Background: an optimization exercise with open tools, aiming at small area, a short achievable clock period and few clock cycles. Do not read the settings as production practice.
Function was not checked in any run shown here: the RTL went through the layout flow alone.
Power is estimated from default activity; no workload was simulated.

==> design.v <==
package mult_div_unit_pkg;
  localparam int MD_DATA_W    = 32;
  localparam int MD_DIV_STEPS = 32;
  localparam logic [5:0] FUNCT_MFHI  = 6'h10;
  localparam logic [5:0] FUNCT_MTHI  = 6'h11;
  localparam logic [5:0] FUNCT_MFLO  = 6'h12;
  localparam logic [5:0] FUNCT_MTLO  = 6'h13;
  localparam logic [5:0] FUNCT_MULT  = 6'h18;
  localparam logic [5:0] FUNCT_MULTU = 6'h19;
  localparam logic [5:0] FUNCT_DIV   = 6'h1A;
  localparam logic [5:0] FUNCT_DIVU  = 6'h1B;
  typedef enum logic [2:0] {
    MD_IDLE = 3'd0,
    MD_MUL  = 3'd1,
    MD_NORM = 3'd2,
    MD_DIV  = 3'd3,
    MD_FIX  = 3'd4
  } md_state_e;
  function automatic logic md_is_long_op(input logic [5:0] funct);
    md_is_long_op = (funct[5:2] == 4'b0110);
  endfunction
  function automatic logic md_is_signed_op(input logic [5:0] funct);
    md_is_signed_op = (funct == FUNCT_MULT) || (funct == FUNCT_DIV);
  endfunction
endpackage
module mult_div_unit_lzc (
  input  logic [31:0] x,
  output logic [5:0]  n
);
  logic [15:0] v1;
  logic [15:0] c1;
  logic [7:0]  v2;
  logic [15:0] c2;
  logic [3:0]  v3;
  logic [11:0] c3;
  logic [1:0]  v4;
  logic [7:0]  c4;
  logic        v5;
  logic [4:0]  c5;
  always_comb begin
    for (int i = 0; i < 16; i++) begin
      v1[i] = x[2*i+1] | x[2*i];
      c1[i] = ~x[2*i+1];
    end
    for (int i = 0; i < 8; i++) begin
      v2[i]         = v1[2*i+1] | v1[2*i];
      c2[2*i +: 2]  = v1[2*i+1] ? {1'b0, c1[2*i+1]} : {1'b1, c1[2*i]};
    end
    for (int i = 0; i < 4; i++) begin
      v3[i]         = v2[2*i+1] | v2[2*i];
      c3[3*i +: 3]  = v2[2*i+1] ? {1'b0, c2[2*(2*i+1) +: 2]} : {1'b1, c2[2*(2*i) +: 2]};
    end
    for (int i = 0; i < 2; i++) begin
      v4[i]         = v3[2*i+1] | v3[2*i];
      c4[4*i +: 4]  = v3[2*i+1] ? {1'b0, c3[3*(2*i+1) +: 3]} : {1'b1, c3[3*(2*i) +: 3]};
    end
    v5 = v4[1] | v4[0];
    c5 = v4[1] ? {1'b0, c4[7:4]} : {1'b1, c4[3:0]};
    n  = v5 ? {1'b0, c5} : 6'd32;
  end
endmodule
module mult_div_unit_booth_dec (
  input  logic [2:0] w,
  output logic [2:0] sel
);
  always_comb begin
    sel[0] = w[0] ^ w[1];
    sel[1] = (w[2] & ~w[1] & ~w[0]) | (~w[2] & w[1] & w[0]);
    sel[2] = w[2] & ~(w[1] & w[0]);
  end
endmodule
module mult_div_unit_booth_row (
  input  logic [32:0] a,
  input  logic [2:0]  sel,
  output logic [34:0] pp
);
  logic [34:0] mag;
  always_comb begin
    mag = ({35{sel[0]}} & {{2{a[32]}}, a}) | ({35{sel[1]}} & {a[32], a, 1'b0});
    pp  = mag ^ {35{sel[2]}};
  end
endmodule
module mult_div_unit_add_bk #(parameter int W = 33) (
  input  logic [W-1:0] a,
  input  logic [W-1:0] b,
  input  logic         cin,
  output logic [W-1:0] s,
  output logic         cout
);
  localparam int L = $clog2(W+1);
  logic [W:0] g [L+1];
  logic [W:0] p [L+1];
  logic [W:0] gg, pp;
  always_comb begin
    g[0][0] = cin; p[0][0] = 1'b0;
    for (int i = 0; i < W; i++) begin
      g[0][i+1] = a[i] & b[i];
      p[0][i+1] = a[i] ^ b[i];
    end
    for (int l = 1; l <= L; l++) begin
      g[l] = g[l-1]; p[l] = p[l-1];
      for (int i = 0; i <= W; i++) begin
        if (((i + 1) % (1 << l)) == 0) begin
          g[l][i] = g[l-1][i] | (p[l-1][i] & g[l-1][i - (1 << (l-1))]);
          p[l][i] = p[l-1][i] & p[l-1][i - (1 << (l-1))];
        end
      end
    end
    gg = g[L]; pp = p[L];
    for (int l = L - 1; l >= 1; l--) begin
      for (int i = 0; i <= W; i++) begin
        if (((i + 1) % (1 << l)) == (1 << (l-1)) && i >= (1 << l)) begin
          gg[i] = gg[i] | (pp[i] & gg[i - (1 << (l-1))]);
          pp[i] = pp[i] & pp[i - (1 << (l-1))];
        end
      end
    end
    for (int i = 0; i < W; i++) s[i] = p[0][i+1] ^ gg[i];
    cout = gg[W];
  end
endmodule
module mult_div_unit #(
  parameter int DATA_W    = mult_div_unit_pkg::MD_DATA_W,
  parameter int DIV_STEPS = mult_div_unit_pkg::MD_DIV_STEPS
) (
  input  logic              clk,
  input  logic              rst,
  input  logic              flush,
  input  logic              en,
  input  logic [5:0]        funct,
  input  logic [DATA_W-1:0] operand_1,
  input  logic [DATA_W-1:0] operand_2,
  output logic              busy,
  output logic [DATA_W-1:0] hi,
  output logic [DATA_W-1:0] lo,
  output logic              done
);
  mult_div_unit_pkg::md_state_e state;
  logic        last_q;       
  logic [4:0]  cnt_q;        
  logic [5:0]  sel_q;        
  logic        div_zero_q;
  logic        swap_q;       
  logic [5:0]  clz_a_q;      
  logic [5:0]  clz_b_q;
  logic        corr_a_q;
  logic        corr_b_q;
  logic [31:0] hi_q;
  logic [31:0] lo_q;
  logic [32:0] a_q;          
  logic [63:0] acc_q;        
  logic        start, is_mul, is_signed;
  logic [32:0] op1_x, op2_x;
  logic        op2_zero;
  logic [4:0]  k1, k2, k_init;
  logic [4:0]  win1, win2, win_init;
  logic [8:1]  f1, f2;
  logic        swap;
  logic [32:0] mplier;
  logic [36:0] e_in;
  logic [5:0]  sel_init;
  logic [31:0] y1, y2;
  logic [5:0]  clz_y1, clz_y2;
  logic        corr1, corr2;
  function automatic logic [17:0] md_chunks(input logic [32:0] x);
    logic [31:0] d;
    logic [8:1]  f;
    logic [36:0] e;
    logic [4:0]  k;
    logic [4:0]  w;
    d = x[31:0] ^ {32{x[32]}};
    for (int i = 1; i <= 8; i++) f[i] = (d >> (4*i-1)) == 32'd0;
    e = {{3{x[32]}}, x, 1'b0};
    k = 5'd8;
    w = e[36:32];
    for (int i = 8; i >= 1; i--) if (f[i]) k = 5'(i - 1);
    for (int j = 0; j < 8; j++) if (f[j+1] && (j == 0 || !f[j])) w = e[4*j +: 5];
    md_chunks = {f, k, w};
  endfunction
  always_comb begin
    start     = en && !flush && (state == mult_div_unit_pkg::MD_IDLE) && mult_div_unit_pkg::md_is_long_op(funct);
    is_mul    = !funct[1];
    is_signed = !funct[0];
    op1_x     = {is_signed & operand_1[31], operand_1};
    op2_x     = {is_signed & operand_2[31], operand_2};
    op2_zero  = (operand_2 == 32'd0);
    {f1, k1, win1} = md_chunks(op1_x);
    {f2, k2, win2} = md_chunks(op2_x);
    swap      = is_mul && ((f1[3] && !f2[3]) || (f1[5] && !f2[5]));
    k_init    = swap ? k1 : k2;
    win_init  = swap ? win1 : win2;
    mplier    = swap_q ? op1_x : op2_x;
    e_in      = {{3{mplier[32]}}, mplier, 1'b0};
    y1        = operand_1 ^ {32{op1_x[32]}};
    y2        = operand_2 ^ {32{op2_x[32]}};
    corr1     = op1_x[32] && (((y1 >> 1) & ~y1) == 32'd0);
    corr2     = op2_x[32] && (((y2 >> 1) & ~y2) == 32'd0);
  end
  mult_div_unit_booth_dec u_dec_i0 (.w(win_init[2:0]), .sel(sel_init[2:0]));
  mult_div_unit_booth_dec u_dec_i1 (.w(win_init[4:2]), .sel(sel_init[5:3]));
  mult_div_unit_lzc u_lzc_1 (.x(y1), .n(clz_y1));
  mult_div_unit_lzc u_lzc_2 (.x(y2), .n(clz_y2));
  logic [34:0] pp0, pp1;
  logic [41:0] csa_x, csa_y, csa_z, csa_s, csa_c, u;
  logic [23:0] up_inc, up_dec, up_next;
  logic [63:0] acc_next;
  logic [4:0]  cnt_dec;
  logic [4:0]  win_next;
  logic [5:0]  sel_next;
  mult_div_unit_booth_row u_row0 (.a(a_q), .sel(sel_q[2:0]), .pp(pp0));
  mult_div_unit_booth_row u_row1 (.a(a_q), .sel(sel_q[5:3]), .pp(pp1));
  always_comb begin
    csa_x    = {2'b00, acc_q[35:0], 1'b0, sel_q[5], 1'b0, sel_q[2]};
    csa_y    = {{7{pp0[34]}}, pp0};
    csa_z    = {{5{pp1[34]}}, pp1, 2'b00};
    csa_s    = csa_x ^ csa_y ^ csa_z;
    csa_c    = {(csa_x[40:0] & csa_y[40:0]) | (csa_x[40:0] & csa_z[40:0]) | (csa_y[40:0] & csa_z[40:0]), 1'b0};
    u        = csa_s + csa_c;
    up_inc   = acc_q[59:36] + 24'd1;
    up_dec   = acc_q[59:36] - 24'd1;
    up_next  = u[41] ? up_dec : (u[40] ? up_inc : acc_q[59:36]);
    acc_next = {up_next, u[39:0]};
    cnt_dec  = cnt_q - 5'd1;
    win_next = 5'd0;
    for (int j = 0; j < 8; j++) if (cnt_dec[2:0] == 3'(j)) win_next = e_in[4*j +: 5];
  end
  mult_div_unit_booth_dec u_dec_n0 (.w(win_next[2:0]), .sel(sel_next[2:0]));
  mult_div_unit_booth_dec u_dec_n1 (.w(win_next[4:2]), .sel(sel_next[5:3]));
  logic [7:0]  shamt;
  logic [4:0]  sh;
  logic [31:0] a_neg, d_neg, a_abs, d_abs;
  logic [32:0] dsub;
  logic        qbit;
  logic [31:0] rem_next, quot_next;
  logic        need_fix;
  logic        a_neg_co, d_neg_co, dsub_co;
  mult_div_unit_add_bk #(32) u_neg_a (.a(~a_q[31:0]), .b(32'd0), .cin(1'b1), .s(a_neg), .cout(a_neg_co));
  mult_div_unit_add_bk #(32) u_neg_d (.a(~acc_q[63:32]), .b(32'd0), .cin(1'b1), .s(d_neg), .cout(d_neg_co));
  mult_div_unit_add_bk #(33) u_sub (.a({1'b0, a_q[31:0]}), .b({1'b1, ~acc_q[63:32]}), .cin(1'b1), .s(dsub), .cout(dsub_co));
  always_comb begin
    shamt     = {2'b00, clz_b_q} - {2'b00, clz_a_q} + {7'd0, corr_a_q} - {7'd0, corr_b_q};
    sh        = shamt[7] ? 5'd0 : shamt[4:0];
    a_abs     = op1_x[32] ? a_neg : a_q[31:0];
    d_abs     = op2_x[32] ? d_neg : acc_q[63:32];
    qbit      = !dsub[32];
    rem_next  = qbit ? dsub[31:0] : a_q[31:0];
    quot_next = {acc_q[30:0], qbit};
    need_fix  = op1_x[32] || op2_x[32];
  end
  always_ff @(posedge clk) begin
    if (rst || flush) begin
      state  <= mult_div_unit_pkg::MD_IDLE;
      last_q <= 1'b0;
    end else begin
      case (state)
        mult_div_unit_pkg::MD_IDLE: begin
          if (start) begin
            last_q <= is_mul ? (k_init == 5'd0) : op2_zero;
            state  <= is_mul ? mult_div_unit_pkg::MD_MUL : mult_div_unit_pkg::MD_NORM;
          end
        end
        mult_div_unit_pkg::MD_MUL: begin
          last_q <= (cnt_q == 5'd1);
          if (last_q) state <= mult_div_unit_pkg::MD_IDLE;
        end
        mult_div_unit_pkg::MD_NORM: begin
          last_q <= (sh == 5'd0) && !need_fix && !div_zero_q;
          state  <= div_zero_q ? mult_div_unit_pkg::MD_IDLE : mult_div_unit_pkg::MD_DIV;
        end
        mult_div_unit_pkg::MD_DIV: begin
          last_q <= ((cnt_q == 5'd1) && !need_fix) || ((cnt_q == 5'd0) && need_fix);
          if (cnt_q == 5'd0) state <= last_q ? mult_div_unit_pkg::MD_IDLE : mult_div_unit_pkg::MD_FIX;
        end
        mult_div_unit_pkg::MD_FIX: begin
          last_q <= 1'b0;
          state  <= mult_div_unit_pkg::MD_IDLE;
        end
        default: state <= mult_div_unit_pkg::MD_IDLE;
      endcase
    end
  end
  always_ff @(posedge clk) begin
    swap_q     <= swap;
    div_zero_q <= op2_zero;
    clz_a_q    <= clz_y1;
    clz_b_q    <= clz_y2;
    corr_a_q   <= corr1;
    corr_b_q   <= corr2;
    case (state)
      mult_div_unit_pkg::MD_IDLE: begin
        a_q        <= swap ? op2_x : op1_x;
        acc_q      <= {is_mul ? 32'd0 : operand_2, 32'd0};
        cnt_q      <= k_init;
        sel_q      <= sel_init;
      end
      mult_div_unit_pkg::MD_MUL: begin
        a_q   <= swap_q ? op2_x : op1_x;
        acc_q <= acc_next;
        cnt_q <= cnt_dec;
        sel_q <= sel_next;
      end
      mult_div_unit_pkg::MD_NORM: begin
        a_q   <= {1'b0, a_abs};
        acc_q <= {d_abs << sh, 32'd0};
        cnt_q <= sh;
        sel_q <= sel_next;
      end
      default: begin
        a_q   <= {1'b0, rem_next};
        acc_q <= {(cnt_q == 5'd0) ? quot_next : {1'b0, acc_q[63:33]}, quot_next};
        cnt_q <= cnt_dec;
        sel_q <= sel_next;
      end
    endcase
  end
  always_ff @(posedge clk) begin
    if (rst) begin
      hi_q <= '0;
      lo_q <= '0;
    end else if (!flush) begin
      case (state)
        mult_div_unit_pkg::MD_IDLE: begin
          if (en && (funct == mult_div_unit_pkg::FUNCT_MTHI)) hi_q <= operand_1;
          if (en && (funct == mult_div_unit_pkg::FUNCT_MTLO)) lo_q <= operand_1;
        end
        mult_div_unit_pkg::MD_MUL: begin
          if (last_q) begin
            hi_q <= acc_next[63:32];
            lo_q <= acc_next[31:0];
          end
        end
        mult_div_unit_pkg::MD_DIV: begin
          if (last_q) begin
            hi_q <= rem_next;
            lo_q <= quot_next;
          end
        end
        mult_div_unit_pkg::MD_FIX: begin
          hi_q <= op1_x[32] ? a_neg : a_q[31:0];
          lo_q <= (op1_x[32] ^ op2_x[32]) ? d_neg : acc_q[63:32];
        end
        default: ;
      endcase
    end
  end
  assign busy = mult_div_unit_pkg::md_is_long_op(funct) && !last_q;
  assign done = last_q && !flush;
  assign hi   = hi_q;
  assign lo   = lo_q;
endmodule
==> flow/run.sh <==
#!/bin/bash
# Standard synthesis, then the standard layout with faster port buffers and a tighter
# timing-repair target aimed at the worst paths.
set -euo pipefail
bash standard.sh synth > synth.log 2>&1
bash standard.sh SETUP_SLACK_MARGIN=5.4 TNS_END_PERCENT=10 "BUFFER_PORTS_ARGS=-buffer_cell sky130_fd_sc_hd__buf_2" finish > layout.log 2>&1
==> standard.sh <==
#!/bin/bash
# synth_recipe.tcl (not shown) runs the flow's synth.tcl, then flattens the netlist and writes it again
# the make line also repeats each setting of config.mk as NAME=value (left out here)
make -C /OpenROAD-flow-scripts/flow DESIGN_CONFIG=/design/flow/config.mk WORK_HOME=/design/flow/orfs CLKGATE_MAP_FILE= SYNTH_SCRIPT=/design/flow/synth_recipe.tcl "${@:-finish}"
==> config.mk <==
export PLATFORM = sky130hd
export DESIGN_NAME = mult_div_unit
export DESIGN_NICKNAME = mult_div_unit
export VERILOG_FILES = /design/flow/design.v
export SDC_FILE = /design/flow/constraint.sdc
export NUM_CORES = 4
export LEC_CHECK = 0
export CAP_MARGIN = 20
export CORE_MARGIN = 2
export CORE_UTILIZATION = 40
export SLEW_MARGIN = 20
==> constraint.sdc <==
create_clock -name core_clock -period 10.0 [get_ports {clk}]
set_input_delay 2.0000 -clock core_clock [delete_from_list [all_inputs] [get_ports {clk}]]
set_output_delay 2.0000 -clock core_clock [all_outputs]
set_load 0.01 [all_outputs]
==> impl_results.md, run 1 <==
* Outcome: no timing/DRC/antenna violations
* Initial antenna violation count at 12
* Worst r2r src: acc_q[38]
* Residual DRC at 0
* Slew Limit Fails at 0
* Top_reg_cell synth: dfxtp_1
* Cts bufs inserted at 17
* CP startpoint kind: primary input
* CTS Root Cell: clkbuf_16
* Sw Ratio at about 50%
* GRT overflow at 0
* Top Usage Layer GRT: met2
* #FFs+latches synth at 192
* WL/cell at 30.02 µm
* Via count at 29116
* Layout cells sized above 1 at between 15 and 20%
* Routed vias/inst at 6.888
* Most common cell after layout, fill and taps aside: nand2_1
* Final std cells w/o fill at between 4000 and 5000
* Row cnt at 90
* Max Fclk at 0.1995 GHz
* Largest net degree at the start of global routing at between 80 and 90
* Post-cts hold buffer count at 0
* Syn_nets at about 3700
* Violation count after the first detailed-route iteration at 4630
* Vias in the first global route at approximately 26000
* Worst reg2reg setup slack at just over 5 ns
* CTS tree: done
* H-tree depth at 4
* Gr usage total at 37.91%
* Met2 GRT Util at between 50% and 60%
* Combinational fraction of design power at 66.1%
* Area of the multi-input gates at 20130 µm²
* Hold path depth at 2
* Clock buffer depth at 2
* Int Pwr at ~0.0024 W
* Die width at 252.1 µm
* WP data required at 10.37 ns
* Die ar. at about 64000 µm²
* Final setup violation count at 0
* Setup_tns at 0 ns
* Top Ports at 140
* Area Growth Syn to Fin at 15.61%
* Routed Antenna Nets at 0
* Seq/Total Area, Yosys at 15.62%
* Hold WC Path Type: flip-flop to flip-flop
* EDFF count, synth at 0
* RSZ-0062 raised after global routing: yes
* Clock Skews at 0.02177 ns
* Post-Syn Area at ~25000 µm²
* IO buf count at 139
* Critical Path End: lo_q[31]
* Initial core utilization at between 40% and 50%
* Fin. Hold Viols at 0
* Lkg Pwr at 11.02 nW
* Utilization after layout at around 47%
* Register Area at 3931 µm²
* Setup CP Type: primary input to flip-flop
* Max capacitance violation total at 0
* Cells after Synth at 3431
* Fin area at 28450 µm²
* Synthesized area per cell at between 7 and 8 µm²
* Worst path arrival time at 5.38 ns
* Period utilization at about 50%
* Clk pwr share at 15.5%
* Crit path launch: operand_1[31]
* First-pass GRT wire length at roughly 180 mm
* Worst VDD drop at 0.1289 mV
* Hpwl dp at 90.20 mm
* Placed cell areas at 25600 µm²
* Final #Nets at 3688
* Clock latency at the later pin of the worst-skew pair at 0.54 ns
* Clk sink count at 192
* Synth unique cells at between 90 and 100
* Crit Reg-Reg Endpoint: hi_q[16]
* Worst rel slew slack at 21.42%
* Dpl cells at 4096
* Reg2Reg Depth at 20
* Sw power at 0.002330 W
* Final GP Congestion at ~1.1
* Power Density at ~170 nW/µm²
* GRT met3 Usage at approximately 14%
* Filler cell count at a little over 6000
* Yosys warnings at 12
* Fraction of registers with async set/reset at 0%
* Clk slew on worst S/H paths at 0.08 ns
* Pre-antenna DRT Iters at 10
* Chip height at 252.1 µm
* Final worst path period need at 5.013 ns
* Flop pwr share at 18.5%
* Crit. End Element: flip-flop
* DRT Wirelength at between 100 and 150 mm
* CP Max Fanout at 41
* Commonest non-fill, non-tap cells in the layout: nand2_1, nor2_1, a21oi_1, o21ai_0, xnor2_1
* Worst-Margin Slew at roughly 1.2 ns
* Core area at 60580 µm²
* M1 GR Usage at roughly half
## cell families (layout without fill, tap and decap cells)
| logic type | count (synthesis) | after routing | share of synthesized area [%] |
|---|---|---|---|
| compound gates | 1107 | 1107 | 29.83 |
| simple gates | 1101 | 1102 | 20.81 |
| buf+inv | 450 | 460 | 7.000 |
| mux | 214 | 214 | 9.125 |
| flops | 192 | 192 | 15.62 |
| fa+ha+maj | 185 | 185 | 11.08 |
| xor+xnor | 182 | 182 | 6.538 |
| other cells | 0 | 3 | 0 |
## power groups by stage
stage               registers (W)  clock network [W]  logic, W
floorplan                0.000833                  0   0.00189
global placement         0.000871                  0   0.00253
detailed placement       0.000871                  0   0.00253
CTS                      0.000857           0.000728   0.00270
global route             0.000874           0.000757   0.00330
finish                   0.000873           0.000730   0.00312
## area by class of cell
type,count,share of cell area [%]
Antenna cell,3,0.02638
Tap cell,782,3.439
Sequential cell,192,13.82
Clock buffer,20,1.640
Multi-Input combinational cell,2790,70.75
Clock inverter,12,0.3430
Timing Repair Buffer,291,8.052
Inverter,137,1.935
## cell usage after synthesis, drive strengths merged, types with 28 or more instances
| library cell | n | area [µm²] |
|---|---|---|
| inv | 137 | 514.2 |
| nor2 | 342 | 1284 |
| nand2b | 34 | 212.7 |
| a21oi | 266 | 1331 |
| nand2 | 341 | 1282 |
| a211oi | 60 | 450.4 |
| a221oi | 29 | 260.3 |
| o211ai | 52 | 395.4 |
| o22ai | 55 | 344.1 |
| a311oi | 47 | 417.9 |
| dfxtp | 192 | 3844 |
| xnor2 | 161 | 1410 |
| clkbuf | 264 | 992.2 |
| mux2 | 43 | 484.2 |
| nor2b | 35 | 219.0 |
| ha | 130 | 1627 |
| and3 | 32 | 200.2 |
| a21o | 51 | 382.9 |
| mux2i | 167 | 1672 |
| nor4 | 34 | 231.5 |
| buf | 49 | 216.5 |
| a31oi | 35 | 219.0 |
| nand3 | 43 | 215.2 |
| a22oi | 84 | 635.6 |
| nor3 | 107 | 540.5 |
| and2 | 28 | 177.7 |
| fa | 55 | 1101 |
| o21ai | 247 | 1236 |
## registers in the layout, summed over array words and instances, names as in the netlist
signal and flops:
cnt_q 5, clz_a_q 6, a_q 33, state 3, swap_q 1, lo_q 32
hi_q 32, corr_a_q 1, corr_b_q 1, clz_b_q 6, acc_q 64, div_zero_q 1
sel_q 6, last_q 1
## what timing repair did
item / in CTS / in global routing
gates cloned: 6 / 10
pin swaps: 29 / 59
resized for setup: 170 / 173
setup endpoints to repair: 148 / 117
buffers inserted: 37 / 43
## worst min-delay path by stage
stage	end	slack (ns)	start
after global placement	lo_q[27]	0.48	lo_q[27]
after detailed placement	lo_q[14]	0.48	lo_q[14]
after global routing	lo_q[27]	0.52	lo_q[27]
after floorplan	acc_q[31]	0.47	acc_q[30]
after CTS	lo_q[14]	0.49	lo_q[14]
final	lo_q[23]	0.49	lo_q[23]
## layer usage
metal,share of wire (%),vias to the layer above
met5,0.080,-
met4,8.6,12
met3,15,559
met2,40,2182
met1,37,13818
li1,-,12545
## through the flow
| stage | worst slack, ns | hold slack, ns | power (W) |
|---|---|---|---|
| detailed placement | 3.373 | 0.4762 | 0.003397 |
| global route | 5.037 | 0.5156 | 0.004928 |
| floorplan | 5.314 | 0.4718 | 0.002721 |
| finish | 4.987 | 0.4908 | 0.004722 |
| CTS | 5.241 | 0.4910 | 0.004281 |
| global placement | 3.486 | 0.4801 | 0.003398 |
## worst max-delay path, cell delays in order
cell,delay [ns]
buf_4,0.23
nor2b_4,0.25
buf_6,0.27
inv_1,0.14
buf_6,0.23
ha_1,0.37
buf_6,0.33
nand2_1,0.11
xnor2_1,0.16
a222oi_1,0.97
a311oi_1,0.21
==> inputs of run 2 (changes only) <==
--- a/design.v
+++ b/design.v
@@ -139,8 +139,9 @@
   logic        last_q;       
   logic [4:0]  cnt_q;        
   logic [5:0]  sel_q;        
+  logic        neg_a_q;      
+  logic        neg_b_q;
   logic        div_zero_q;
-  logic        swap_q;       
   logic [5:0]  clz_a_q;      
   logic [5:0]  clz_b_q;
   logic        corr_a_q;
@@ -152,31 +153,15 @@
   logic        start, is_mul, is_signed;
   logic [32:0] op1_x, op2_x;
   logic        op2_zero;
-  logic [4:0]  k1, k2, k_init;
-  logic [4:0]  win1, win2, win_init;
-  logic [8:1]  f1, f2;
-  logic        swap;
-  logic [32:0] mplier;
+  logic [31:0] dsgn;
+  logic [8:1]  fits;
   logic [36:0] e_in;
+  logic [4:0]  k_init;
+  logic [4:0]  win_init;
   logic [5:0]  sel_init;
   logic [31:0] y1, y2;
   logic [5:0]  clz_y1, clz_y2;
   logic        corr1, corr2;
-  function automatic logic [17:0] md_chunks(input logic [32:0] x);
-    logic [31:0] d;
-    logic [8:1]  f;
-    logic [36:0] e;
-    logic [4:0]  k;
-    logic [4:0]  w;
-    d = x[31:0] ^ {32{x[32]}};
-    for (int i = 1; i <= 8; i++) f[i] = (d >> (4*i-1)) == 32'd0;
-    e = {{3{x[32]}}, x, 1'b0};
-    k = 5'd8;
-    w = e[36:32];
-    for (int i = 8; i >= 1; i--) if (f[i]) k = 5'(i - 1);
-    for (int j = 0; j < 8; j++) if (f[j+1] && (j == 0 || !f[j])) w = e[4*j +: 5];
-    md_chunks = {f, k, w};
-  endfunction
   always_comb begin
     start     = en && !flush && (state == mult_div_unit_pkg::MD_IDLE) && mult_div_unit_pkg::md_is_long_op(funct);
     is_mul    = !funct[1];
@@ -184,15 +169,15 @@
     op1_x     = {is_signed & operand_1[31], operand_1};
     op2_x     = {is_signed & operand_2[31], operand_2};
     op2_zero  = (operand_2 == 32'd0);
-    {f1, k1, win1} = md_chunks(op1_x);
-    {f2, k2, win2} = md_chunks(op2_x);
-    swap      = is_mul && ((f1[3] && !f2[3]) || (f1[5] && !f2[5]));
-    k_init    = swap ? k1 : k2;
-    win_init  = swap ? win1 : win2;
-    mplier    = swap_q ? op1_x : op2_x;
-    e_in      = {{3{mplier[32]}}, mplier, 1'b0};
+    dsgn      = operand_2 ^ {32{op2_x[32]}};
+    for (int k = 1; k <= 8; k++) fits[k] = (dsgn >> (4*k-1)) == 32'd0;
+    k_init    = 5'd8;
+    for (int k = 8; k >= 1; k--) if (fits[k]) k_init = 5'(k - 1);
+    e_in      = {{3{op2_x[32]}}, op2_x, 1'b0};
+    win_init  = e_in[36:32];
+    for (int j = 0; j < 8; j++) if (fits[j+1] && (j == 0 || !fits[j])) win_init = e_in[4*j +: 5];
     y1        = operand_1 ^ {32{op1_x[32]}};
-    y2        = operand_2 ^ {32{op2_x[32]}};
+    y2        = dsgn;
     corr1     = op1_x[32] && (((y1 >> 1) & ~y1) == 32'd0);
     corr2     = op2_x[32] && (((y2 >> 1) & ~y2) == 32'd0);
   end
@@ -209,13 +194,14 @@
   logic [5:0]  sel_next;
   mult_div_unit_booth_row u_row0 (.a(a_q), .sel(sel_q[2:0]), .pp(pp0));
   mult_div_unit_booth_row u_row1 (.a(a_q), .sel(sel_q[5:3]), .pp(pp1));
+  logic        u_co;
+  mult_div_unit_add_bk #(42) u_cpa (.a(csa_s), .b(csa_c), .cin(1'b0), .s(u), .cout(u_co));
   always_comb begin
     csa_x    = {2'b00, acc_q[35:0], 1'b0, sel_q[5], 1'b0, sel_q[2]};
     csa_y    = {{7{pp0[34]}}, pp0};
     csa_z    = {{5{pp1[34]}}, pp1, 2'b00};
     csa_s    = csa_x ^ csa_y ^ csa_z;
     csa_c    = {(csa_x[40:0] & csa_y[40:0]) | (csa_x[40:0] & csa_z[40:0]) | (csa_y[40:0] & csa_z[40:0]), 1'b0};
-    u        = csa_s + csa_c;
     up_inc   = acc_q[59:36] + 24'd1;
     up_dec   = acc_q[59:36] - 24'd1;
     up_next  = u[41] ? up_dec : (u[40] ? up_inc : acc_q[59:36]);
@@ -240,12 +226,12 @@
   always_comb begin
     shamt     = {2'b00, clz_b_q} - {2'b00, clz_a_q} + {7'd0, corr_a_q} - {7'd0, corr_b_q};
     sh        = shamt[7] ? 5'd0 : shamt[4:0];
-    a_abs     = op1_x[32] ? a_neg : a_q[31:0];
-    d_abs     = op2_x[32] ? d_neg : acc_q[63:32];
+    a_abs     = neg_a_q ? a_neg : a_q[31:0];
+    d_abs     = neg_b_q ? d_neg : acc_q[63:32];
     qbit      = !dsub[32];
     rem_next  = qbit ? dsub[31:0] : a_q[31:0];
     quot_next = {acc_q[30:0], qbit};
-    need_fix  = op1_x[32] || op2_x[32];
+    need_fix  = neg_a_q || neg_b_q;
   end
   always_ff @(posedge clk) begin
     if (rst || flush) begin
@@ -280,37 +266,36 @@
     end
   end
   always_ff @(posedge clk) begin
-    swap_q     <= swap;
-    div_zero_q <= op2_zero;
-    clz_a_q    <= clz_y1;
-    clz_b_q    <= clz_y2;
-    corr_a_q   <= corr1;
-    corr_b_q   <= corr2;
     case (state)
       mult_div_unit_pkg::MD_IDLE: begin
-        a_q        <= swap ? op2_x : op1_x;
+        a_q        <= op1_x;
         acc_q      <= {is_mul ? 32'd0 : operand_2, 32'd0};
         cnt_q      <= k_init;
         sel_q      <= sel_init;
+        neg_a_q    <= op1_x[32];
+        neg_b_q    <= op2_x[32];
+        div_zero_q <= op2_zero;
+        clz_a_q    <= clz_y1;
+        clz_b_q    <= clz_y2;
+        corr_a_q   <= corr1;
+        corr_b_q   <= corr2;
       end
       mult_div_unit_pkg::MD_MUL: begin
-        a_q   <= swap_q ? op2_x : op1_x;
         acc_q <= acc_next;
         cnt_q <= cnt_dec;
         sel_q <= sel_next;
       end
       mult_div_unit_pkg::MD_NORM: begin
-        a_q   <= {1'b0, a_abs};
-        acc_q <= {d_abs << sh, 32'd0};
-        cnt_q <= sh;
-        sel_q <= sel_next;
+        a_q          <= {1'b0, a_abs};
+        acc_q[63:32] <= d_abs << sh;
+        cnt_q        <= sh;
       end
-      default: begin
+      mult_div_unit_pkg::MD_DIV: begin
         a_q   <= {1'b0, rem_next};
         acc_q <= {(cnt_q == 5'd0) ? quot_next : {1'b0, acc_q[63:33]}, quot_next};
         cnt_q <= cnt_dec;
-        sel_q <= sel_next;
       end
+      default: ;
     endcase
   end
   always_ff @(posedge clk) begin
@@ -336,8 +321,8 @@
           end
         end
         mult_div_unit_pkg::MD_FIX: begin
-          hi_q <= op1_x[32] ? a_neg : a_q[31:0];
-          lo_q <= (op1_x[32] ^ op2_x[32]) ? d_neg : acc_q[63:32];
+          hi_q <= neg_a_q ? a_neg : a_q[31:0];
+          lo_q <= (neg_a_q ^ neg_b_q) ? d_neg : acc_q[63:32];
         end
         default: ;
       endcase
==> impl_results.md, run 2 <==
* Outcome: no timing/DRC/antenna violations
* Crit. path cell count at 25 (+14)
* Sw Ratio at 49.78% (+0.44 points)
* Most common cell in the netlist: nor2_1
* Int Pwr at 0.002324 W (-2.9%)
* Fin. Hold Viols at 0 (unchanged)
* Pre-antenna DRT Iters at 6 (-4)
* Lkg Pwr at 10.27 nW (-6.7%)
* Synth area leader: edfxtp_1
* WL/cell at 30.15 µm (+0.42%)
* Worst reg2reg setup slack at 4.15 ns (-0.92 ns)
* Buf+Inv Stages, Crit Path at 2 (-3)
* Crit path launch: sel_q[3]
* RSZ-0062 raised after global routing: yes
* Final hold slack at 0.4972 ns (+0.006330 ns)
* #FFs+latches synth at 193 (+0.52%)
* Gr usage total at 37.11% (-0.80 points)
* Hold WC Path Type: flip-flop to flip-flop
* Top cells by count, synth: nor2_1, nand2_1, clkbuf_1
* Met3 WL at 13.01 mm (-29%)
* First-pass GRT wire length at 164.1 mm (-7.6%)
* Cts bufs inserted at 17 (unchanged)
* Syn_nets at 3265 (-12%)
* Largest cells by area after synthesis: edfxtp_1, ha_1, fa_1
* Vias in the first global route at 23724 (-7.2%)
* Clk slew on worst S/H paths at 0.08 ns (about the same)
* Routed vias/inst at 6.775 (-1.6%)
* Top Ports at 140 (unchanged)
* Synth unique cells at 98 (unchanged)
* Largest reg by FF count: acc_q
* WP data required at 10.26 ns (-0.11 ns)
* Largest regs: acc_q x64, a_q x33
* CP startpoint kind: flip-flop
* Worst r2r src: sel_q[3]
* Max Fclk at 0.1710 GHz (-14%)
* Worst path arrival time at 6.11 ns (+0.73 ns)
* Commonest non-fill, non-tap cells in the layout: nor2_1, nand2_1, a21oi_1, inv_1, buf_2
* Clk pwr share at 15.7% (+0.2 points)
* Wl on met1 at 43.69 mm (-7.1%)
* Routed Antenna Nets at 0 (unchanged)
* IO buf count at 139 (unchanged)
* Met2 Wirelength at 49.90 mm (-1.1%)
* Violation count after the first detailed-route iteration at 3601 (-22%)
* Residual DRC at 0 (unchanged)
* Layout cells sized above 1 at 14.22% (-4.4 points)
* CP peak stage delay at 0.50 ns (-0.47 ns)
* CTS tree: done
* DRT Wirelength at 113.4 mm (-11%)
* Via count at 25480 (-12%)
* Die ar. at 60400 µm² (-4.9%)
* Top Family by Delay on Critical Path: simple AND/OR/NAND/NOR gates
* Highest routed layer: met5
* Setup CP Type: flip-flop to flip-flop
* Clock Skews at 0.01495 ns (-0.006815 ns)
* GRT overflow at 0 (unchanged)
* Core area at 57700 µm² (-4.8%)
* Crit. End Element: flip-flop
* Final #Nets at 3262 (-12%)
* Clk sink count at 193 (+0.52%)
* Seq/Total Area, Yosys at 21.88% (+6.3 points)
* Initial core utilization at 40.52% (-0.10 points)
* Flop pwr share at 20.9% (+2.4 points)
* # diodes at 0 (-3)
* Chip height at 245.8 µm (-2.5%)
* Post-Syn Area at 23380 µm² (-5.0%)
* EDFF count, synth at 125 (+125)
* H-tree depth at 4 (unchanged)
* Final GP Congestion at 1.048 (-4.0%)
* Crit Reg-Reg Endpoint: acc_q[59]
* Area Growth Syn to Fin at 11.32%
* Initial antenna violation count at 6 (-6)
* Top-area cell type share of the netlist area at 16.06% (+0.44 points)
* Combinational fraction of design power at 63.4% (-2.7 points)
* Final setup violation count at 0 (unchanged)
* Period utilization at 58.48% (+8.3 points)
* Top_reg_cell synth: edfxtp_1
* CTS Root Cell: clkbuf_16
* Fraction of registers with async set/reset at 0% (unchanged)
* Row cnt at 88 (-2.2%)
* CP Max Fanout at 8 (-80%)
* Power Density at 177.8 nW/µm² (+7.1%)
* Worst path most repeated cell: nand2_1
* Reg2Reg Depth at 25 (+25%)
* Max capacitance violation total at 0 (unchanged)
* Hpwl dp at 85.02 mm (-5.7%)
* Yosys warnings at 14 (+2)
* Slowest-stage cell, CP: fa_2
* Max FFs per register at 64 (unchanged)
* Most common cell after layout, fill and taps aside: nor2_1
* Largest net degree at the start of global routing at 79 (-8.1%)
* Post-cts hold buffer count at 0 (unchanged)
* Setup_tns at 0 ns (unchanged)
* Synthesized area per cell at 7.829 µm² (+9.1%)
* Slew Limit Fails at 0 (unchanged)
* Worst VDD drop at 0.1272 mV (-1.3%)
* Cells after Synth at 2986 (-13%)
* Worst rel slew slack at 17.25% (-4.2 points)
* Worst-Margin Slew at 1.241 ns (+0.06267 ns)
* Critical Path End: acc_q[59]
* Clock buffer depth at 2 (unchanged)
* Clock latency at the later pin of the worst-skew pair at 0.53 ns (about the same)
* Final worst path period need at 5.848 ns (+0.8350 ns)
* Die width at 245.8 µm (-2.5%)
* Sw power at 0.002303 W (-1.1%)
-- run 2: cell count changes after synthesis, sizes merged, moves of 27 or more --
cell	change
inv	+32
a311oi	-27
edfxtp	+125
a21oi	-61
nand2	-28
xnor2	-46
clkbuf	-39
o21ai	-105
mux2i	-109
dfxtp	-124
mux2	-35
-- run 2: logic make-up after synthesis --
family | synth area share, %
and+or+nand+nor | 20.70
AOI/OAI and AO/OA | 25.49
buffers and inverters | 7.193
adders and majority gates | 13.35
DFF | 21.88
xor gates and xnor gates | 5.732
muxes | 5.662
-- run 2: stage by stage --
step                      std cells  area (µm²)  setup WS, ns  util (%)  power [W]
after floorplan                2986       23570         4.311         -   0.002851
after global placement         3678       24570         2.935     42.59   0.003611
after detailed placement       3679       24620         3.257     42.68   0.003631
after CTS                      3755       25910         4.259     44.90   0.004505
after global routing           3761       26030         3.913     45.11   0.004859
final                          3761       26030         4.152     45.11   0.004628
-- run 2: final cells by class --
| class | count | area, µm² |
|---|---|---|
| Clock buffer | 18 | 439.2 |
| Clock inverter | 14 | 122.6 |
| Fill cell | 5821 | 31670 |
| Inverter | 172 | 646.9 |
| Multi-Input combinational cell | 2358 | 17130 |
| Sequential cell | 193 | 5116 |
| Tap cell | 765 | 957.2 |
| Timing Repair Buffer | 241 | 1619 |
-- run 2: routing by layer --
metal | global-route usage [%] | vias to the layer above
met5 | 0 | -
met4 | 19.50 | 4
met3 | 8.469 | 373
met2 | 57.34 | 1800
met1 | 48.18 | 12364
li1 | - | 10939
-- run 2: worst min path at each step --
| stage | from | end | slack [ns] | depth (start not counted) |
|---|---|---|---|---|
| 2_1_floorplan | hi_q[12] | hi_q[12] | 0.52 | 2 |
| 3_3_place_gp | hi_q[18] | hi_q[18] | 0.49 | 2 |
| 3_5_place_dp | lo_q[10] | lo_q[10] | 0.49 | 2 |
| 4_1_cts | lo_q[10] | lo_q[10] | 0.50 | 2 |
| 5_1_grt | lo_q[7] | lo_q[7] | 0.52 | 2 |
| 6_report | lo_q[2] | lo_q[2] | 0.50 | 2 |
-- run 2: power by group through the flow --
stage | Clock, W | Sequential (W) | Combinational, W
2_1_floorplan | 0 | 0.000928 | 0.00192
6_report | 0.000726 | 0.000967 | 0.00293
5_1_grt | 0.000749 | 0.000969 | 0.00314
3_5_place_dp | 0 | 0.000984 | 0.00265
3_3_place_gp | 0 | 0.000987 | 0.00262
4_1_cts | 0.000725 | 0.000963 | 0.00282
-- run 2: what timing repair did --
action	4_1_cts	5_1_grt
setup endpoints to repair	136	138
gates cloned	3	0
gates resized for setup	60	16
setup buffers	41	6
pin swaps	40	6
-- run 2: worst reg2reg max path: cells and delay by family (launching register included) --
kind,cells,cell delay [ns]
compound gates,6,1.38
xor+xnor,2,0.40
fa+ha+maj,3,1.17
buf+inv,2,0.32
flops,1,0.48
simple gates,12,1.83
==> inputs of run 3 (changes only) <==
--- a/config.mk
+++ b/config.mk
@@ -7,5 +7,5 @@
 export LEC_CHECK = 0
 export CAP_MARGIN = 20
 export CORE_MARGIN = 2
-export CORE_UTILIZATION = 40
+export CORE_UTILIZATION = 65
 export SLEW_MARGIN = 20
==> impl_results.md, run 3 <==
* First-pass GRT wire length at 151.9 mm (-7.4%)
* Cts bufs inserted at 17 (unchanged)
* Top-area cell type share of the netlist area at 16.06% (unchanged)
* Worst path most repeated cell: nand2_1
* Post-Syn Area at 23380 µm² (unchanged)
* WP data required at 10.24 ns (-0.02 ns)
* Max FFs per register at 64 (unchanged)
* Synthesized area per cell at 7.829 µm² (unchanged)
* DRT Wirelength at 105.6 mm (-6.9%)
* Clock latency at the later pin of the worst-skew pair at 0.49 ns (-0.04 ns)
* Final worst path period need at 6.021 ns (+0.1729 ns)
* Final #Nets at 3283 (+0.64%)
* CP peak stage delay at 0.61 ns (+0.11 ns)
* Worst path arrival time at 6.26 ns (+0.15 ns)
* Final GP Congestion at 1.089 (+3.9%)
* Mux contribution to synthesized area at 5.662% (unchanged)
* Final setup violation count at 0 (unchanged)
* Period utilization at 60.21% (+1.7 points)
* Area Growth Syn to Fin at 11.09%
* Simple logic cell fraction of the synthesized area at 20.70% (unchanged)
* Clock buffer depth at 2 (unchanged)
* CTS tree: done
* Top Ports at 140 (unchanged)
* Initial core utilization at 65.89% (+25 points)
* CTS Root Cell: clkbuf_16
* Vias in the first global route at 24085 (+1.5%)
* Worst rel slew slack at 22.77% (+5.5 points)
* IO buf count at 139 (unchanged)
* Cells after Synth at 2986 (unchanged)
* Largest family of logic cells by synthesized area: compound AO/OA/AOI/OAI gates
* Compound-Gate Fraction of Synth Area at 25.49% (unchanged)
* WL/cell at 30.30 µm (+0.50%)
* Initial antenna violation count at 8 (+2)
* #FFs+latches synth at 193 (unchanged)
* Most common cell after layout, fill and taps aside: nor2_1
* Lkg Pwr at 10.43 nW (+1.6%)
* Clk sink count at 193 (unchanged)
* EDFF count, synth at 125 (unchanged)
* Max capacitance violation total at 0 (unchanged)
* Syn_nets at 3265 (unchanged)
* Adder-Cell Fraction of Synth Area at 13.35% (unchanged)
* Outcome: no timing/DRC/antenna violations
* Seq/Total Area, Yosys at 21.88% (unchanged)
* Violation count after the first detailed-route iteration at 5380 (+49%)
* Core area at 35480 µm² (-38%)
* Buf+Inv Stages, Crit Path at 3 (+1)
* Top Family by Delay on Critical Path: compound AO/OA/AOI/OAI gates
* Via count at 26998 (+6.0%)
* Slew Limit Fails at 0 (unchanged)
* Setup_tns at 0 ns (unchanged)
* Synth area leader: edfxtp_1
* Hold WC Path Type: flip-flop to flip-flop
* Power Density at 181.9 nW/µm² (+2.3%)
* Routed Antenna Nets at 0 (unchanged)
* Routed vias/inst at 7.749 (+14%)
* Largest regs: acc_q x64, a_q x33
* Die ar. at 37500 µm² (-38%)
* GRT overflow at 0 (unchanged)
* H-tree depth at 4 (unchanged)
* Chip height at 193.7 µm (-21%)
* Xor/xnor cell area share of the yosys netlist at 5.732% (unchanged)
* Clk slew on worst S/H paths at 0.09 ns (about the same)
* Gr usage total at 53.48% (+16 points)
* Yosys warnings at 14 (unchanged)
* Row cnt at 69 (-22%)
* Largest net degree at the start of global routing at 79 (unchanged)
* Setup CP Type: flip-flop to flip-flop
* Utilization after layout at 73.20% (+28 points)
* CP Max Fanout at 5 (-3)
* Synth unique cells at 98 (unchanged)
* Clock Skews at 0.01543 ns (+0.0004775 ns)
* CP startpoint kind: flip-flop
* Slowest-stage cell, CP: fa_1
* Worst VDD drop at 0.2178 mV (+71%)
* Die width at 193.7 µm (-21%)
* RSZ-0062 raised after global routing: yes
* Max Fclk at 0.1661 GHz (-2.9%)
* Largest cells by area after synthesis: edfxtp_1, ha_1, fa_1
* Pre-antenna DRT Iters at 13 (+7)
* Worst-Margin Slew at 1.156 ns (-0.08564 ns)
* Most common cell in the netlist: nor2_1
* Top_reg_cell synth: edfxtp_1
* Fraction of registers with async set/reset at 0% (unchanged)
* Hpwl dp at 76.77 mm (-9.7%)
* Largest reg by FF count: acc_q
* Layout cells sized above 1 at 15.31% (+1.1 points)
* Commonest non-fill, non-tap cells in the layout: nor2_1, nand2_1, a21oi_1, inv_1, buf_2
* Residual DRC at 0 (unchanged)
* Crit. End Element: flip-flop
* Fin. Hold Viols at 0 (unchanged)
* Top cells by count, synth: nor2_1, nand2_1, clkbuf_1
==> run 3: cell counts after synthesis <==
No cell type changed its count.
==> run 3: metal layers <==
metal  vias up  routed length [µm]  global-route usage [%]
li1      10983                   -                       -
met1     12289               34120                   66.58
met2      2852               41630                   78.11
met3       864               18850                   19.46
met4        10               10890                   35.06
met5         -                  57                       0
==> run 3: timing repair <==
| item | 4_1_cts | 5_1_grt |
|---|---|---|
| hold buffers | 0 | 0 |
| gates cloned | 1 | 2 |
| setup endpoints to repair | 146 | 145 |
| buffers inserted | 25 | 51 |
| pin swaps | 27 | 30 |
| resized for setup | 36 | 76 |
==> run 3: metrics by stage <==
step                      total power, W  instance area (µm²)  hold WS, ns  setup slack (ns)  cells
after floorplan                 0.002851                23570       0.5184             4.311   2986
after global placement          0.003478                24140       0.4865             3.053   3367
after detailed placement        0.003560                24140       0.4913             2.933   3367
after CTS                       0.004377                25190       0.5014             4.174   3425
after global routing            0.004874                25960       0.5245             3.867   3479
final                           0.004724                25970       0.5022             3.979   3484
==> run 3: logic make-up (layout without fill, tap and decap cells) <==
logic type | after synthesis | in the layout
AND/OR/NAND/NOR | 1031 | 1033
AO/OA/AOI/OAI | 874 | 874
buffers and inverters | 435 | 464
adder cells (fa/ha/maj) | 205 | 205
flip-flops | 193 | 193
XOR/XNOR | 153 | 153
multiplexers | 95 | 95
other | 0 | 6
==> run 3: power by group <==
part           internal [W]  switching, W
logic               0.00111       0.00189
registers          0.000885     0.0000779
clock network      0.000366      0.000397
==> run 3: area by class of cell <==
cell class | instances | area [µm²]
clock inverters | 15 | 205.2
diodes | 6 | 15.01
well taps | 461 | 576.8
fillers | 2735 | 9510
clock buffers | 17 | 425.4
repair buffers | 260 | 1759
flip-flops and latches | 193 | 5116
multi-input cells | 2360 | 17230
inverters | 172 | 646.9
==> run 3: worst register-to-register path: stages, from the launching register on <==
cell	delay (ns)
edfxtp_1	0.51
buf_4	0.19
a22oi_2	0.12
xor2_1	0.11
fa_1	0.61
inv_2	0.06
ha_4	0.18
nor3_2	0.25
o21ai_4	0.11
a2111oi_4	0.46
o31a_4	0.22
nor2_4	0.04
nand2_1	0.07
nand2_1	0.08
a21o_1	0.21
a21o_1	0.17
fa_2	0.38
xor2_4	0.24
and4_4	0.28
nand4_1	0.18
nor3_2	0.30
buf_4	0.16
nand2_2	0.06
and3_4	0.19
o211ai_1	0.16
nand2_1	0.14
a2111o_1	0.30
==> run 3: worst paths after layout <==
check / slack [ns] / endpoint / depth (start not counted) / from
worst max register to register: 3.98 / acc_q[61] / 26 / a_q[4]
worst min register to register: 0.50 / lo_q[2] / 2 / lo_q[2]
worst max-delay path: 3.98 / acc_q[61] / 26 / a_q[4]
worst min-delay path: 0.50 / lo_q[2] / 2 / lo_q[2]
==> inputs of run 4 (changes only) <==
--- a/design.v
+++ b/design.v
@@ -194,14 +194,13 @@
   logic [5:0]  sel_next;
   mult_div_unit_booth_row u_row0 (.a(a_q), .sel(sel_q[2:0]), .pp(pp0));
   mult_div_unit_booth_row u_row1 (.a(a_q), .sel(sel_q[5:3]), .pp(pp1));
-  logic        u_co;
-  mult_div_unit_add_bk #(42) u_cpa (.a(csa_s), .b(csa_c), .cin(1'b0), .s(u), .cout(u_co));
   always_comb begin
     csa_x    = {2'b00, acc_q[35:0], 1'b0, sel_q[5], 1'b0, sel_q[2]};
     csa_y    = {{7{pp0[34]}}, pp0};
     csa_z    = {{5{pp1[34]}}, pp1, 2'b00};
     csa_s    = csa_x ^ csa_y ^ csa_z;
     csa_c    = {(csa_x[40:0] & csa_y[40:0]) | (csa_x[40:0] & csa_z[40:0]) | (csa_y[40:0] & csa_z[40:0]), 1'b0};
+    u        = csa_s + csa_c;
     up_inc   = acc_q[59:36] + 24'd1;
     up_dec   = acc_q[59:36] - 24'd1;
     up_next  = u[41] ? up_dec : (u[40] ? up_inc : acc_q[59:36]);
--- a/config.mk
+++ b/config.mk
@@ -7,5 +7,5 @@
 export LEC_CHECK = 0
 export CAP_MARGIN = 20
 export CORE_MARGIN = 2
-export CORE_UTILIZATION = 65
+export CORE_UTILIZATION = 40
 export SLEW_MARGIN = 20
==> impl_results.md, run 4 <==
* Residual DRC at 0 (unchanged)
* Seq/Total Area, Yosys at 21.67% (-0.21 points)
* Int Pwr at 0.002657 W (+13%)
* CP startpoint kind: flip-flop
* Final setup violation count at 0 (unchanged)
* Via count at 26174 (-3.1%)
* EDFF count, synth at 125 (unchanged)
* Hold WC Path Type: flip-flop to flip-flop
* Top-area cell type share of the netlist area at 15.90% (-0.15 points)
* H-tree depth at 4 (unchanged)
* Hpwl dp at 83.42 mm (+8.7%)
* Die ar. at 60960 µm² (+63%)
* CTS Root Cell: clkbuf_16
* Clk sink count at 193 (unchanged)
* Worst VDD drop at 0.1711 mV (-21%)
* Outcome: no timing/DRC/antenna violations
* GRT overflow at 0 (unchanged)
* Slew Limit Fails at 0 (unchanged)
* Final GP Congestion at 0.9931 (-8.8%)
* Area Growth Syn to Fin at 17.64%
* Fraction of registers with async set/reset at 0% (unchanged)
* Routed vias/inst at 6.755 (-13%)
* Core area at 58690 µm² (+65%)
* Worst-Margin Slew at 0.9867 ns (-0.1689 ns)
* Flop pwr share at 17.8% (-2.6 points)
* Synth area leader: edfxtp_1
* Commonest non-fill, non-tap cells in the layout: nand2_1, nor2_1, a21oi_1, o21ai_0, buf_4
* Worst rel slew slack at 33.71% (+11 points)
* Top_reg_cell synth: edfxtp_1
* Pre-antenna DRT Iters at 7 (-6)
* Sw Ratio at 49.14% (-0.89 points)
* IO buf count at 139 (unchanged)
* Filler cell count at 5663 (+110%)
* RSZ-0062 raised after global routing: yes
* CP Max Fanout at 16 (+11)
* Routed Antenna Nets at 0 (unchanged)
* Final hold slack at 0.4984 ns (-0.003818 ns)
* Cts bufs inserted at 17 (unchanged)
* WL/cell at 29.58 µm (-2.4%)
* Clock Skews at 0.02011 ns (+0.004681 ns)
* Most common cell after layout, fill and taps aside: nand2_1
* Top Ports at 140 (unchanged)
* Die width at 246.9 µm (+27%)
* Final #Nets at 3349 (+2.0%)
* Initial core utilization at 40.21% (-26 points)
* Period utilization at 48.84% (-11 points)
* Most common cell in the netlist: nand2_1
* Synthesized area per cell at 7.838 µm² (+0.11%)
* Setup_tns at 0 ns (unchanged)
* Lkg Pwr at 10.65 nW (+2.1%)
* # diodes at 0 (-6)
* Worst path arrival time at 5.14 ns (-1.12 ns)
* Sw power at 0.002567 W (+8.6%)
* Cells after Synth at 3011 (+0.84%)
* Setup CP Type: flip-flop to flip-flop
* CTS tree: done
* Largest reg by FF count: acc_q
* Syn_nets at 3271 (+0.18%)
* Clock latency at the later pin of the worst-skew pair at 0.53 ns (+0.04 ns)
* Combinational fraction of design power at 67.8% (+4.3 points)
* Layout cells sized above 1 at 19.99% (+4.7 points)
* Gr usage total at 36.67% (-17 points)
* Crit. End Element: flip-flop
* Top cells by count, synth: nand2_1, nor2_1, clkbuf_1
* Yosys warnings at 11 (-3)
* Largest cells by area after synthesis: edfxtp_1, ha_1, dfxtp_1
* Max Fclk at 0.2048 GHz (+23%)
* Largest net degree at the start of global routing at 66 (-16%)
* Final worst path period need at 4.884 ns (-1.138 ns)
* DRT Wirelength at 114.6 mm (+8.6%)
* Clk slew on worst S/H paths at 0.09 ns (about the same)
* Vias in the first global route at 24138 (+0.22%)
* Utilization after layout at 47.31% (-26 points)
* Chip height at 246.9 µm (+27%)
* Violation count after the first detailed-route iteration at 3673 (-32%)
* First-pass GRT wire length at 164.0 mm (+8.0%)
* #FFs+latches synth at 193 (unchanged)
* Largest regs: acc_q x64, a_q x33
* Row cnt at 89 (+29%)
* Fin. Hold Viols at 0 (unchanged)
* Clock buffer depth at 2 (unchanged)
* Max FFs per register at 64 (unchanged)
* Initial antenna violation count at 1 (-7)
* Max capacitance violation total at 0 (unchanged)
* Synth unique cells at 104 (+6.1%)
* Post-Syn Area at 23600 µm² (+0.95%)
* Power Density at 188.2 nW/µm² (+3.4%)
* WP data required at 10.25 ns (about the same)
* Clk pwr share at 14.4% (-1.7 points)
* Overall Power at 0.005224 W (+11%)
==> run 4: metal layers <==
layer	part of all wire, %	global-route usage [%]
met1	39	48.36
met2	42	54.47
met3	12	9.713
met4	6.4	19.61
met5	0.011	0
==> run 4: stage by stage <==
| step | setup WS (ns) | cells | cell area, µm² |
|---|---|---|---|
| 2_1_floorplan | 5.401 | 3011 | 23630 |
| 3_3_place_gp | 3.593 | 3699 | 24590 |
| 3_5_place_dp | 3.391 | 3699 | 24590 |
| 4_1_cts | 5.255 | 3854 | 27170 |
| 5_1_grt | 5.014 | 3875 | 27760 |
| 6_report | 5.116 | 3875 | 27760 |
==> run 4: power by group through the flow <==
| stage | Combinational (W) | Clock, W | Sequential (W) |
|---|---|---|---|
| final | 0.00354 | 0.000754 | 0.000930 |
| after global routing | 0.00373 | 0.000780 | 0.000932 |
| after global placement | 0.00261 | 0 | 0.000972 |
| after detailed placement | 0.00263 | 0 | 0.000973 |
| after floorplan | 0.00196 | 0 | 0.000913 |
| after CTS | 0.00326 | 0.000755 | 0.000927 |
==> run 4: kinds of logic (layout without fill, tap and decap cells) <==
logic type,count (synthesis),count (layout),synth area share [%]
AND/OR/NAND/NOR,1006,1008,20.00
buffers and inverters,411,500,6.818
XOR/XNOR,169,169,6.330
AO/OA/AOI/OAI,944,944,28.02
flip-flops,193,193,21.67
multiplexers,102,102,5.546
adder cells (fa/ha/maj),186,186,11.61
==> run 4: final cells by class <==
type,count,area [µm²],area share [%]
well taps,773,967.2,3.484
repair buffers,324,2337,8.419
clock buffers,18,439.2,1.582
clock inverters,14,155.1,0.5588
multi-input cells,2409,18200,65.55
flip-flops and latches,193,5115,18.42
inverters,143,543.0,1.956
repair inverters,1,7.507,0.02704
==> run 4: final timing paths <==
kind | from | endpoint | slack [ns] | cells past startpoint
setup reg to reg | sel_q[1] | acc_q[58] | 5.12 | 19
hold / removal | hi_q[23] | hi_q[23] | 0.50 | 2
setup / recovery | sel_q[1] | acc_q[58] | 5.12 | 19
hold reg to reg | hi_q[23] | hi_q[23] | 0.50 | 2
==> run 4: worst max-delay path: stages, from the launching register on <==
cell,delay [ns]
edfxtp_1,0.43
buf_12,0.17
buf_4,0.14
buf_6,0.17
a22oi_2,0.23
xnor2_2,0.15
fa_2,0.49
ha_4,0.19
a21o_1,0.22
a31oi_4,0.19
nor2_2,0.07
o41a_1,0.48
or4_4,0.51
and3_4,0.24
buf_4,0.15
buf_4,0.14
nand2_1,0.13
o32ai_2,0.11
o22ai_2,0.22
o311ai_2,0.16
==> run 4: what timing repair did <==
item                                    4_1_cts  5_1_grt
endpoints found under the setup margin      139       85
pin swaps                                    66       46
setup buffers                               119       20
gates cloned                                  4        1
hold buffers                                  0        0
resized for setup                           196       75
==> inputs of run 5 (changes only) <==
--- a/design.v
+++ b/design.v
@@ -80,45 +80,6 @@
     pp  = mag ^ {35{sel[2]}};
   end
 endmodule
-module mult_div_unit_add_bk #(parameter int W = 33) (
-  input  logic [W-1:0] a,
-  input  logic [W-1:0] b,
-  input  logic         cin,
-  output logic [W-1:0] s,
-  output logic         cout
-);
-  localparam int L = $clog2(W+1);
-  logic [W:0] g [L+1];
-  logic [W:0] p [L+1];
-  logic [W:0] gg, pp;
-  always_comb begin
-    g[0][0] = cin; p[0][0] = 1'b0;
-    for (int i = 0; i < W; i++) begin
-      g[0][i+1] = a[i] & b[i];
-      p[0][i+1] = a[i] ^ b[i];
-    end
-    for (int l = 1; l <= L; l++) begin
-      g[l] = g[l-1]; p[l] = p[l-1];
-      for (int i = 0; i <= W; i++) begin
-        if (((i + 1) % (1 << l)) == 0) begin
-          g[l][i] = g[l-1][i] | (p[l-1][i] & g[l-1][i - (1 << (l-1))]);
-          p[l][i] = p[l-1][i] & p[l-1][i - (1 << (l-1))];
-        end
-      end
-    end
-    gg = g[L]; pp = p[L];
-    for (int l = L - 1; l >= 1; l--) begin
-      for (int i = 0; i <= W; i++) begin
-        if (((i + 1) % (1 << l)) == (1 << (l-1)) && i >= (1 << l)) begin
-          gg[i] = gg[i] | (pp[i] & gg[i - (1 << (l-1))]);
-          pp[i] = pp[i] & pp[i - (1 << (l-1))];
-        end
-      end
-    end
-    for (int i = 0; i < W; i++) s[i] = p[0][i+1] ^ gg[i];
-    cout = gg[W];
-  end
-endmodule
 module mult_div_unit #(
   parameter int DATA_W    = mult_div_unit_pkg::MD_DATA_W,
   parameter int DIV_STEPS = mult_div_unit_pkg::MD_DIV_STEPS
@@ -218,15 +179,14 @@
   logic        qbit;
   logic [31:0] rem_next, quot_next;
   logic        need_fix;
-  logic        a_neg_co, d_neg_co, dsub_co;
-  mult_div_unit_add_bk #(32) u_neg_a (.a(~a_q[31:0]), .b(32'd0), .cin(1'b1), .s(a_neg), .cout(a_neg_co));
-  mult_div_unit_add_bk #(32) u_neg_d (.a(~acc_q[63:32]), .b(32'd0), .cin(1'b1), .s(d_neg), .cout(d_neg_co));
-  mult_div_unit_add_bk #(33) u_sub (.a({1'b0, a_q[31:0]}), .b({1'b1, ~acc_q[63:32]}), .cin(1'b1), .s(dsub), .cout(dsub_co));
   always_comb begin
     shamt     = {2'b00, clz_b_q} - {2'b00, clz_a_q} + {7'd0, corr_a_q} - {7'd0, corr_b_q};
     sh        = shamt[7] ? 5'd0 : shamt[4:0];
+    a_neg     = -a_q[31:0];
+    d_neg     = -acc_q[63:32];
     a_abs     = neg_a_q ? a_neg : a_q[31:0];
     d_abs     = neg_b_q ? d_neg : acc_q[63:32];
+    dsub      = {1'b0, a_q[31:0]} - {1'b0, acc_q[63:32]};
     qbit      = !dsub[32];
     rem_next  = qbit ? dsub[31:0] : a_q[31:0];
     quot_next = {acc_q[30:0], qbit};
==> impl_results.md, run 5 <==
* Final #Nets at 3501 (+4.5%)
* Core area at 59130 µm² (+0.76%)
* Hold WC Path Type: flip-flop to flip-flop
* Clock Skews at 0.01489 ns (-0.005221 ns)
* Buf+Inv Stages, Crit Path at 3 (-2)
* Cts bufs inserted at 17 (unchanged)
* Fraction of registers with async set/reset at 0% (unchanged)
* Worst VDD drop at 0.1514 mV (-11%)
* Routed Antenna Nets at 0 (unchanged)
* Worst-Margin Slew at 1.224 ns (+0.2373 ns)
* CP Max Fanout at 10 (-6)
* Top_reg_cell synth: edfxtp_1
* Layout cells sized above 1 at 20.05% (+0.068 points)
* Max FFs per register at 64 (unchanged)
* EDFF count, synth at 125 (unchanged)
* Worst rel slew slack at 17.65% (-16 points)
* Final GP Congestion at 1.050 (+5.7%)
* Row cnt at 89 (unchanged)
* Routed vias/inst at 6.906 (+2.2%)
* Synth area leader: edfxtp_1
* Setup CP Type: flip-flop to flip-flop
* WP data required at 10.47 ns (+0.22 ns)
* Outcome: no timing/DRC/antenna violations
* Violation count after the first detailed-route iteration at 4005 (+9.0%)
* Slew Limit Fails at 0 (unchanged)
* WL/cell at 31.26 µm (+5.7%)
* Slowest-stage cell, CP: fa_1
* H-tree depth at 4 (unchanged)
* First-pass GRT wire length at 179.0 mm (+9.2%)
* Fin. Hold Viols at 0 (unchanged)
* Setup_tns at 0 ns (unchanged)
* Chip height at 248.9 µm (+0.82%)
* Top Ports at 140 (unchanged)
* Largest cells by area after synthesis: edfxtp_1, xnor2_1, a21oi_1
* Via count at 28121 (+7.4%)
* Residual DRC at 0 (unchanged)
* GRT overflow at 0 (unchanged)
* Crit. path cell count at 18 (-1)
* Synthesized area per cell at 7.517 µm² (-4.1%)
* Initial core utilization at 40.58% (+0.37 points)
* DRT Wirelength at 127.3 mm (+11%)
* IO buf count at 139 (unchanged)
* Cells after Synth at 3192 (+6.0%)
* Synth unique cells at 101 (-2.9%)
* Largest regs: acc_q x64, a_q x33
* Lkg Pwr at 11.00 nW (+3.3%)
* Yosys warnings at 5 (-6)
* CP startpoint kind: flip-flop
* Gr usage total at 39.03% (+2.4 points)
* Seq/Total Area, Yosys at 21.32% (-0.36 points)
* Most common cell after layout, fill and taps aside: nand2_1
* Top-area cell type share of the netlist area at 15.64% (-0.26 points)
* Syn_nets at 3410 (+4.2%)
* Clock latency at the later pin of the worst-skew pair at 0.53 ns (about the same)
* Top Family by Delay on Critical Path: compound AO/OA/AOI/OAI gates
* Clk slew on worst S/H paths at 0.08 ns (about the same)
* Worst-path cell chain: buf_6 -> clkbuf_16 -> a22oi_2 -> xnor2_1 -> fa_1 -> ha_4 -> buf_4 -> o21a_1 -> a21o_1 -> nand3_2 -> a21oi_2 -> o21ai_2 -> a211o_1 -> and3_4 -> nor2_1 -> a22oi_1 -> a31oi_1 -> o221a_2
* Post-Syn Area at 24000 µm² (+1.7%)
* Max capacitance violation total at 0 (unchanged)
* Final setup violation count at 0 (unchanged)
* Placed cell areas at 25060 µm² (+1.9%)
* CTS tree: done
* CP peak stage delay at 0.49 ns (-0.02 ns)
* Final hold slack at 0.4569 ns (-0.04144 ns)
* Commonest non-fill, non-tap cells in the layout: nand2_1, nor2_1, a21oi_1, o21ai_0, buf_4
* Period utilization at 49.15% (+0.32 points)
* RSZ-0062 raised after global routing: yes
* Fin area at 28460 µm² (+2.5%)
* Final setup margin at 5.085 ns (-0.03161 ns)
* Most common cell in the netlist: nand2_1
* Clock buffer depth at 2 (unchanged)
* Reg2Reg Depth at 18 (-1)
* Vias in the first global route at 25664 (+6.3%)
* Initial antenna violation count at 9 (+8)
* Largest net degree at the start of global routing at 58 (-12%)
* Largest reg by FF count: acc_q
* Die ar. at 61960 µm² (+1.6%)
* Pre-antenna DRT Iters at 6 (-1)
* Worst path arrival time at 5.39 ns (+0.25 ns)
* Hold path depth at 2 (unchanged)
* CTS Root Cell: clkbuf_16
* Final worst path period need at 4.915 ns (+0.03161 ns)
* Crit. End Element: flip-flop
* Hpwl dp at 92.60 mm (+11%)
* Overall Power at 0.005311 W (+1.7%)
* Power Density at 186.6 nW/µm² (-0.84%)
* Die width at 248.9 µm (+0.82%)
* Top cells by count, synth: nand2_1, nor2_1, a21oi_1
* Max Fclk at 0.2034 GHz (-0.64%)
* Pre-CTS WS at 4.108 ns (+0.7170 ns)
* Clk sink count at 193 (unchanged)
* #FFs+latches synth at 193 (unchanged)
* Area Growth Syn to Fin at 18.63%
-- run 5: cell count changes after synthesis, moves of 16 or more --
cell | before | now
nor2_1 | 264 | 281
mux4_2 | 22 | 6
ha_1 | 131 | 104
o21ai_0 | 185 | 219
xnor2_1 | 150 | 180
a21oi_1 | 189 | 272
nand2_1 | 336 | 358
nand2b_1 | 49 | 28
a221oi_1 | 75 | 40
xor2_1 | 18 | 39
nand3_1 | 71 | 89
nor2b_1 | 41 | 17
-- run 5: cell families (layout without fill, tap and decap cells) --
logic type,after synthesis,after routing,synth area share [%]
AND/OR/NAND/NOR,1054,1054,20.76
XOR/XNOR,220,220,8.098
adder cells (fa/ha/maj),144,144,8.760
other,0,3,0
multiplexers,81,81,3.765
AO/OA/AOI/OAI,1092,1092,30.67
flip-flops,193,193,21.32
buffers and inverters,408,512,6.627
-- run 5: stage by stage --
| stage | utilization [%] | instances |
|---|---|---|
| after floorplan | - | 3192 |
| after global placement | 42.38 | 3881 |
| after detailed placement | 42.39 | 3881 |
| after CTS | 45.82 | 3972 |
| after global routing | 48.13 | 4069 |
| final | 48.14 | 4072 |
-- run 5: worst reg2reg max path, delay by kind of cell (launching register included) --
family | cells | cell delay, ns
XOR/XNOR | 1 | 0.17
buffers and inverters | 3 | 0.48
AND/OR/NAND/NOR | 3 | 0.81
adder cells (fa/ha/maj) | 2 | 0.81
flip-flops | 1 | 0.38
AO/OA/AOI/OAI | 9 | 2.22
-- run 5: path summary, 6_finish.rpt --
kind	from	endpoint	slack [ns]
max	sel_q[0]	hi_q[14]	5.08
min	lo_q[30]	lo_q[30]	0.46
max reg2reg	sel_q[0]	hi_q[14]	5.08
min reg2reg	lo_q[30]	lo_q[30]	0.46
-- run 5: per-layer routing --
layer	up-vias	GRT usage (%)	wire length [µm]
met5	-	0	65
met1	13440	51.12	48790
li1	12058	-	-
met2	2160	56.17	51920
met3	453	11.24	17100
met4	10	24.54	9435
-- run 5: area by class of cell --
class | count | area (µm²)
Inverter | 134 | 519.2
Clock inverter | 13 | 98.84
Sequential cell | 193 | 5116
Timing Repair Buffer | 345 | 2693
Tap cell | 773 | 967.2
Fill cell | 5839 | 30670
Clock buffer | 19 | 442.9
Multi-Input combinational cell | 2591 | 18620
Timing Repair inverter | 1 | 5.005
Antenna cell | 3 | 7.507
-- run 5: repair_timing --
item                                    CTS  global route
pin swaps                                49            77
buffers inserted                         51            90
endpoints found under the setup margin   97           121
cloned                                    8             6
resized for setup                       167           113
hold buffers                              0             0
-- run 5: report_power, final --
group / total [W] / internal [W] / switching [W]
registers: 0.000949 / 0.000878 / 0.0000712
logic: 0.00364 / 0.00148 / 0.00216
clock network: 0.000721 / 0.000329 / 0.000392

==> static timing again, ports no longer ideal <==
The results above use ideal ports. As a check the final layouts listed here were re-extracted and re-timed, cells and wires unchanged. Step 1: set_driving_cell puts a clkbuf_16 on clk and a buf_2 on each other input, an assumption about the parent block. Step 2 moves the port delays by t, midway between the first and last clock arrival at a register: inputs arrive t later, outputs are due t later. That takes back most of the time a late clock gives input paths. Slacks: ideal / step 1 / step 2; pairs: ideal / step 1.
run | t (ns) | setup WS [ns] | worst setup path after step 2 | worst data-port slew with drivers (ns) | cell pins on the clock port's net
run 1 | 0.591 | 4.987 / 5.027 / 4.436 | input to register | 0.04 | 1
run 2 | 0.589 | 4.152 / 4.152 / 3.745 | input to register | 0.07 | 1
run 3 | 0.544 | 3.979 / 3.979 / 3.872 | input to register | 0.07 | 1
run 4 | 0.578 | 5.116 / 5.116 / 4.702 | input to register | 0.06 | 1
run 5 | 0.579 | 5.085 / 5.085 / 4.859 | input to register | 0.17 | 1
After both steps setup and hold are still met in every run listed. The setup slack of run 1, which loses most, moves by +0.040 ns with the drivers and by -0.551 ns with both steps.
